What follows belongs to an exercise in optimizing a design on an open flow for a short achievable clock period and few clock cycles per item; a production flow would make more cautious choices.
The RTL was checked by simulation tests, not by an equivalence proof against the original design.
The flow treats the clock pin as an ideal source, which a real chip does not have.

==> flow/design.v <==
module dcacheread_responder (
  input  logic        clk,
  input  logic        rst_n,
  input  logic        dcacheread_do,
  output logic        dcacheread_done,
  input  logic [3:0]  dcacheread_length,
  input  logic        dcacheread_cache_disable,
  input  logic [31:0] dcacheread_address,
  output logic [63:0] dcacheread_data,
  input  logic        dcache_invalidate,
  output logic        readburst_do,
  output logic [31:0] readburst_address,
  input  logic        readburst_data_valid,
  input  logic [31:0] readburst_data,
  input  logic        readburst_done
);
  logic        busy_q;             
  logic        done_q;             
  logic        rdo_q;              
  logic        more_q;             
  logic        line_q;             
  logic        cd_q;
  logic [1:0]  beat_q;
  logic [27:0] baddr_q;            
  logic [3:0]  off_q;              
  logic [7:0]  cn_q [8][4];        
  logic [3:0]  n_q;                
  logic [27:0] raddr_q;            
  logic [15:0]  valid_q;
  logic [23:0]  tag_q [16];
  logic [23:0]  tag0m1_q;          
  logic [2047:0] arr_q;            
  logic [63:0] we_q;               
  logic [31:0] wd_q;
  logic        inc_q;              
  logic        last_q;             
  logic [31:0] a;
  logic [3:0]  n;
  logic        need2, hit1, hit2, cdi, start;
  logic [15:0] match, match2, dhi;
  assign a = dcacheread_address;
  assign n = dcacheread_length > 4'd8 ? 4'd8 : dcacheread_length;
  assign need2 = {1'b0, a[3:0]} + {1'b0, n} > 5'd16;
  always_comb begin
    for (int i = 0; i < 16; i++) begin
      match[i] = valid_q[i] && tag_q[i] == a[31:8];
      dhi[i] = a[7:4] == 4'(i);
    end
    for (int i = 0; i < 15; i++) match2[i] = match[i+1];
    match2[15] = valid_q[0] && tag0m1_q == a[31:8];
    hit1 = |(dhi & match);
    hit2 = |(dhi & match2);
  end
  assign cdi = dcacheread_cache_disable || dcache_invalidate;
  assign start = dcacheread_do && !busy_q;
  logic [183:0] win;
  always_comb begin
    win = '0;
    for (int i = 0; i < 16; i++)
      win = win | ({184{dhi[i]}} & {arr_q[128*((i+1)%16) +: 56], arr_q[128*i +: 128]});
  end
  logic       fill_done, fill_last, beat;
  logic [4:0] o [11];
  assign beat = rdo_q && readburst_data_valid;
  assign fill_done = rdo_q && readburst_done;
  assign fill_last = fill_done && !more_q;
  always_comb for (int t = 0; t < 11; t++) o[t] = {1'b0, off_q[3:2], 2'b00} + 5'(t);
  logic [7:0] cn_d [8][4];
  always_comb
    for (int k = 0; k < 8; k++)
      for (int m = 0; m < 4; m++) begin
        logic [7:0] hold, pick;
        hold = (beat && off_q[1:0] == 2'(m) && 4'(k) < n_q && o[k+m][4] == line_q && o[k+m][3:2] == beat_q)
               ? ~readburst_data[8*((k+m)%4) +: 8] : cn_q[k][m];
        pick = '0;
        for (int j = 0; j < 4; j++)
          pick = pick | ({8{!busy_q && a[1:0] == 2'(m) && 4'(k) < n && a[3:2] == 2'(j)}} & win[8*(4*j + k + m) +: 8]);
        cn_d[k][m] = ~pick & (hold | {8{!busy_q}});
      end
  always_ff @(posedge clk or negedge rst_n) begin
    if (!rst_n) begin
      busy_q <= 1'b0;
      done_q <= 1'b0;
      rdo_q <= 1'b0;
      more_q <= 1'b0;
      line_q <= 1'b0;
      beat_q <= '0;
      valid_q <= '0;
      we_q <= '0;
      inc_q <= 1'b0;
      last_q <= 1'b0;
      baddr_q <= '0;
      raddr_q <= '0;
      for (int k = 0; k < 8; k++) for (int m = 0; m < 4; m++) cn_q[k][m] <= '0;
    end else begin
      for (int w = 0; w < 64; w++) we_q[w] <= beat && !cd_q && {baddr_q[3:0], beat_q} == 6'(w);
      busy_q <= start || (busy_q && !done_q && !(fill_last && last_q));
      done_q <= (start && (n == 4'd0 || (!cdi && hit1 && (!need2 || hit2)))) || (fill_last && !last_q);
      rdo_q <= (start && n != 4'd0 && (cdi || !hit1)) || inc_q || (rdo_q && !fill_last);
      inc_q <= start && n != 4'd0 && !cdi && hit1 && need2 && !hit2;
      more_q <= start ? (n != 4'd0 && (cdi || !hit1) && need2 && (cdi || !hit2)) : (more_q && !fill_done);
      line_q <= start ? (!cdi && hit1) : (line_q || (fill_done && more_q));
      beat_q <= (start || fill_done) ? 2'd0 : beat ? beat_q + 2'd1 : beat_q;
      last_q <= fill_done ? 1'b0 : (last_q || (beat && beat_q == 2'd3 && !more_q));
      if (!busy_q) raddr_q <= a[31:4];
      for (int k = 0; k < 8; k++) for (int m = 0; m < 4; m++) cn_q[k][m] <= cn_d[k][m];
      if (start) baddr_q <= a[31:4];
      if (inc_q || (fill_done && more_q)) begin
        baddr_q <= baddr_q + 28'd1;
        raddr_q <= baddr_q + 28'd1;
      end
      if (dcache_invalidate) valid_q <= '0;
      if (fill_done && !cd_q) valid_q[baddr_q[3:0]] <= 1'b1;
    end
  end
  always_ff @(posedge clk) begin
    if (!busy_q) begin
      cd_q <= dcacheread_cache_disable;
      off_q <= a[3:0];
      n_q <= n;
    end
    if (fill_done && !cd_q) begin
      tag_q[baddr_q[3:0]] <= baddr_q[27:4];
      if (baddr_q[3:0] == 4'd0) tag0m1_q <= baddr_q[27:4] - 24'd1;
    end
    wd_q <= readburst_data;
    for (int w = 0; w < 64; w++) if (we_q[w]) arr_q[32*w +: 32] <= wd_q;
  end
  assign dcacheread_done = done_q || (last_q && readburst_done);
  always_comb
    for (int k = 0; k < 8; k++) begin
      dcacheread_data[8*k +: 8] = ~(cn_q[k][0] & cn_q[k][1] & cn_q[k][2] & cn_q[k][3]);
    end
  assign readburst_do = rdo_q;
  assign readburst_address = {raddr_q, 4'b0};
endmodule
==> flow/config.mk <==
export PLATFORM = sky130hd
export DESIGN_NAME = dcacheread_responder
export DESIGN_NICKNAME = dcacheread_responder
export VERILOG_FILES = /design/flow/design.v
export SDC_FILE = /design/flow/constraint.sdc
export NUM_CORES = 4
export LEC_CHECK = 0
export ABC_CLOCK_PERIOD_IN_PS = 2500
export CAP_MARGIN = 20
export CORE_MARGIN = 2
export CORE_UTILIZATION = 45
export SETUP_SLACK_MARGIN = 3.0
export SLEW_MARGIN = 20
==> flow/constraint.sdc <==
create_clock -name core_clock -period 6.0 [get_ports {clk}]
set_input_delay 1.2000 -clock core_clock [delete_from_list [all_inputs] [get_ports {clk}]]
set_output_delay 1.2000 -clock core_clock [all_outputs]
set_load 0.01 [all_outputs]
run.sh (not shown) runs the stock make flow with config.mk's settings and CLKGATE_MAP_FILE= SYNTH_SCRIPT=/design/flow/synth_recipe.tcl, a recipe that flattens the netlist after the stock synthesis.
Testbench counts at the start, summed over its fixed seeds: cycles 21,438, items 4,800.
Next try:
==> flow/flow/run.sh (new file) <==
#!/bin/bash
# The standard layout, with one extra step inside CTS (flow/post_cts.tcl): after ORFS's own timing
# repair, size up the output ports' buffers and the gates driving them. The ORFS logs stay under
# orfs/logs; make's own output goes to flow_make.log here.
set -euo pipefail
W=$(pwd)
export POST_CTS_TCL="$W/flow/post_cts.tcl"
bash standard.sh finish > "$W/flow_make.log" 2>&1
==> flow/flow/outsize.tcl (new file) <==
# Upsize the cells that drive the output ports: each port's buffer and the gate that drives it.
proc osz_max_variant {master} {
  set name [$master getName]
  if {![regexp {^(sky130_fd_sc_hd__[a-z0-9]+)_([0-9]+)$} $name -> base drive]} { return "" }
  set best ""
  foreach d {2 4 8} {
    if {$d <= $drive} continue
    if {[[ord::get_db] findMaster ${base}_$d] != "NULL"} { set best ${base}_$d }
  }
  return $best
}
proc osz_run {} {
  set block [ord::get_db_block]
  set n 0
  foreach bterm [$block getBTerms] {
    if {[$bterm getIoType] != "OUTPUT"} continue
    set net [$bterm getNet]
    foreach iterm [$net getITerms] {
      if {![$iterm isOutputSignal]} continue
      set buf [$iterm getInst]
      # the port's buffer and the cell that drives it
      set insts [list $buf]
      foreach it2 [$buf getITerms] {
        if {[$it2 isInputSignal] && [$it2 getNet] != "NULL"} {
          foreach it3 [[$it2 getNet] getITerms] {
            if {[$it3 isOutputSignal]} { lappend insts [$it3 getInst] }
          }
        }
      }
      foreach inst $insts {
        set m [$inst getMaster]
        if {[$m isSequential]} continue
        if {[regexp {dlygate|dlymetal|clkdlybuf|clkbuf_|buf_} [$m getName]]} {
          set v sky130_fd_sc_hd__buf_8
          if {[$m getName] == $v} continue
        } else {
          set v [osz_max_variant $m]
        }
        if {$v != ""} { replace_cell [sta::find_instance [$inst getName]] $v; incr n }
      }
    }
  }
  return $n
}
==> flow/flow/post_cts.tcl (new file) <==
# Runs inside ORFS's CTS step, after its own timing repair and detailed placement: size up each
# output port's buffer and the gate that drives it (outsize.tcl), then legalize the placement again.
source [file join [file dirname [info script]] outsize.tcl]
estimate_parasitics -placement
puts "post_cts: worst slack before [format %.4f [expr {[sta::worst_slack_cmd max]*1e9}]]"
puts "post_cts: resized [osz_run] cells"
detailed_placement
check_placement -verbose
estimate_parasitics -placement
puts "post_cts: worst slack after [format %.4f [expr {[sta::worst_slack_cmd max]*1e9}]]"
==> flow/standard.sh (new file) <==
#!/bin/bash
# synth_recipe.tcl (not shown) runs the flow's synth.tcl, then flattens the netlist and writes it again
# the make line also repeats each setting of config.mk as NAME=value (left out here)
make -C /OpenROAD-flow-scripts/flow DESIGN_CONFIG=/design/flow/config.mk WORK_HOME=/design/flow/orfs CLKGATE_MAP_FILE= SYNTH_SCRIPT=/design/flow/synth_recipe.tcl "${@:-finish}"
removed: flow/run.sh
=>
- The changed run produced a clean layout
- critical path depth grows by 6
- die area does not change
- hold slack gets worse by 0.0055 ns

==> afterwards: timing with drivers on the ports <==
No port has a modelled driver above. Below, the same layouts with a new extraction and two added sets of constraints. Step 1, drivers: a clkbuf_16 drives clk and a buf_2 each remaining input, both assumed. Step 2, shift: input delay + t, output delay - t, t = (earliest + latest rising clock arrival at the registers) / 2. This alone moves slack from input paths to output paths. a / b / c = ideal / step 1 / step 2; a / b = the first two.
run	shift t [ns]	slack for setup (ns)	clock arrival spread, ns	worst slew at a driven data input, ns
the first run	1.003	2.655 / 2.560 / 1.746	0.066 / 0.066	0.30
the second run	1.011	2.836 / 2.796 / 1.784	0.055 / 0.055	0.31
After both steps setup and hold are still met in every run listed. The setup slack of the second run, which loses most, moves by -0.040 ns with the drivers and by -1.052 ns with both steps.
